Context: an optimization exercise on an open-source flow, tuned for small area, a short achievable clock period and few clock cycles per item. The choices shown serve that exercise and are no tape-out recipe. RTL that was checked went through simulation tests only; none was proved equivalent to the original. Power and IR drop assume default switching activity.

// multitouch_slot_event_decoder_unit
module multitouch_slot_event_decoder_unit (
    input  logic               i_clk,
    input  logic               i_rst_n,
    input  logic               i_event_valid,
    output logic               o_event_ready,
    input  logic [4:0]         i_event_type,
    input  logic [9:0]         i_event_code,
    input  logic signed [31:0] i_event_value,
    input  logic [31:0]        i_time_seconds,
    input  logic [19:0]        i_time_microseconds,
    output logic               o_result_valid,
    input  logic               i_result_ready,
    output logic               o_result_processed,
    output logic               o_result_slot_index,
    output logic               o_result_slot_valid,
    output logic [15:0]        o_result_slot_x,
    output logic [15:0]        o_result_slot_y,
    output logic [7:0]         o_result_slot_pressure,
    output logic [1:0]         o_result_slot_kind,
    output logic [1:0]         o_result_touch_count,
    output logic [41:0]        o_result_report_time_ms,
    input  logic               i_cfg_valid,
    output logic               o_cfg_ready,
    input  logic [3:0]         i_cfg_index,
  ...
clock: 9.0 ns
lec_check: 0
cap_margin: 20
core_margin: 2
core_utilization: 40
setup_slack_margin: 5
slew_margin: 20
run.sh (not shown) runs the stock make flow with config.mk's settings and CLKGATE_MAP_FILE= SYNTH_SCRIPT=/design/flow/synth_recipe.tcl, a recipe that flattens the netlist after the stock synthesis.
The starting point produced a clean layout.
Edit:
--- a/flow/config.mk
+++ b/flow/config.mk
@@ -6,4 +6,5 @@
 export NUM_CORES = 4
 export LEC_CHECK = 0
+export ABC_AREA = 1
 export CAP_MARGIN = 20
 export CORE_MARGIN = 2
The changed run went through all stages and came out clean.
Wire length grows by roughly a tenth.
Die area climbs by a little under a tenth.
Count of clock-buffer cells in the layout decreases by 3.
No functional check of the RTL was part of any run of this note.

## P
Another version of the RTL of multitouch_slot_event_decoder_unit (not shown whole).
Size in the first run: ~2600 cells after synthesis, ~270 flip-flops, roughly 210 I/O pins.
export LEC_CHECK = 0
export ABC_AREA = 1
export CAP_MARGIN = 20
export CORE_MARGIN = 2
export CORE_UTILIZATION = 40
export SETUP_SLACK_MARGIN = 5
export SLEW_MARGIN = 20
create_clock -name core_clock -period 9.0 [get_ports {i_clk}]
standard.sh (not shown) runs the stock make flow with config.mk's settings and CLKGATE_MAP_FILE= SYNTH_SCRIPT=/design/flow/synth_recipe.tcl, a recipe that flattens the netlist after the stock synthesis.
==> flow/flow/run.sh <==
#!/bin/bash
# the standard layout, with the port buffers made from the smallest plain buffer
# (the resizer still upsizes the ones on critical paths)
cp standard.sh standard_sh.log
export BUFFER_PORTS_ARGS="-buffer_cell sky130_fd_sc_hd__buf_1"
bash standard.sh > standard.log 2>&1
For Q, these inputs were changed with respect to P:
Settings: removing ABC_AREA (formerly 1).
==> flow/run.sh (new file) <==
#!/bin/bash
# synth_recipe.tcl (not shown) runs the flow's synth.tcl, then flattens the netlist and writes it again
# the make line also repeats each setting of config.mk as NAME=value (left out here)
make -C /OpenROAD-flow-scripts/flow DESIGN_CONFIG=/design/flow/config.mk WORK_HOME=/design/flow/orfs CLKGATE_MAP_FILE= SYNTH_SCRIPT=/design/flow/synth_recipe.tcl finish
removed: flow/flow/run.sh
removed: flow/standard.sh
Results
- Leakage dissipation: Q vs P down 0.53 nW
- Summary of Q over P: portion of total power attributed to the clock network shows an increase of 3.6 points; area growth from synthesis to layout went up; number of cell rows fell 2.
- Q reports its launch point of the critical path as a_pl[37] while P reports a_pl[5].
- Higher global-route usage among Q and P: P
Relative to Q, the following input files were edited for R:
Settings: ABC_AREA now 1, previously not set.
--- outcome ---
R closes out successfully: all stages finished, all timing, DRC and antenna checks passed. The final reports for R and Q show worst hold slack lower in the former. Measured against each other, R and Q differ in proportion of synthesized area in mux cells, the higher figure coming from Q. When R is set beside Q, its clock share of power turns out to be 6.9 points smaller. Between Q and R, the cell count went up. Summary of R over Q: overall die height increased by 2.3% relative to the old numbers; power density normalized to cell area went down by 0.55 nW/um2; post-synthesis area per instance now smaller; global-route usage over all layers grew by 1.7 points. | maximum frequency from static timing analysis | R vs Q | better |. Total half-perimeter wirelength after legalization and detailed placement (R vs. Q) increases by more than 10%.
Function was not checked in any run of this note: the RTL went through the layout flow alone.

multitouch_slot_event_decoder_unit, a different RTL version from the one above (not shown whole).
For scale: about 280 flip-flops, ~210 I/O pins, roughly 22000 um^2 of cells after synthesis.
Settings: LEC_CHECK=0, CAP_MARGIN=20, CORE_MARGIN=2, CORE_UTILIZATION=40, SETUP_SLACK_MARGIN=5, SLEW_MARGIN=20; clock period 9.0 ns.
run.sh (not shown) runs the stock make flow with config.mk's settings and CLKGATE_MAP_FILE= SYNTH_SCRIPT=/design/flow/synth_recipe.tcl, a recipe that flattens the netlist after the stock synthesis.
Stock flow here: none of the scripts above is used.
The starting point completed without violations.
Testbench counts at the start, summed over its fixed seeds: cycles 12,044, items 12,012.
Change:
--- a/flow/config.mk
+++ b/flow/config.mk
@@ -9,4 +9,4 @@
 export CORE_MARGIN = 2
 export CORE_UTILIZATION = 40
-export SETUP_SLACK_MARGIN = 5
+export SETUP_SLACK_MARGIN = 4
 export SLEW_MARGIN = 20
Effect: Cell area came out lower by a few percent. Core utilization went down by 2.9 points. Wire length decreases by a few percent. Die area stays the same.

-- static timing again, ports no longer ideal --
In the flow no input, the clock included, has a driving cell. The finished layouts below were timed again as built, in two steps. Step 1 sets driving cells, clkbuf_16 on the clock port and buf_2 on the other inputs (assumed; they add their load-dependent delay and slew). Step 2, shift: input delay + t, output delay - t, t = (earliest + latest rising clock arrival at the registers) / 2. This alone moves slack from input paths to output paths. a / b / c = ideal / step 1 / step 2; a / b = the first two.
| run | t (ns) | slack for setup (ns) | slew at the worst register clock pin (ns) |
|---|---|---|---|
| the first run of note 1 | 0.595 | 4.867 / 4.867 / 4.498 | 0.07 / 0.07 |
| the second run of note 1 | 0.609 | 5.067 / 5.047 / 4.653 | 0.07 / 0.07 |
| P | 0.628 | 4.987 / 4.987 / 4.608 | 0.07 / 0.07 |
| Q | 0.648 | 4.961 / 4.961 / 4.511 | 0.07 / 0.07 |
| R | 0.623 | 4.984 / 4.984 / 4.570 | 0.07 / 0.07 |
| the first run of note 3 | 0.603 | 4.774 / 4.774 / 4.571 | 0.07 / 0.07 |
| the second run of note 3 | 0.607 | 4.155 / 4.146 / 3.637 | 0.06 / 0.06 |
After both steps every run listed still meets setup and hold. For the second run of note 3, which loses most, drivers alone change the setup slack by -0.009 ns; drivers and shift together by -0.518 ns.
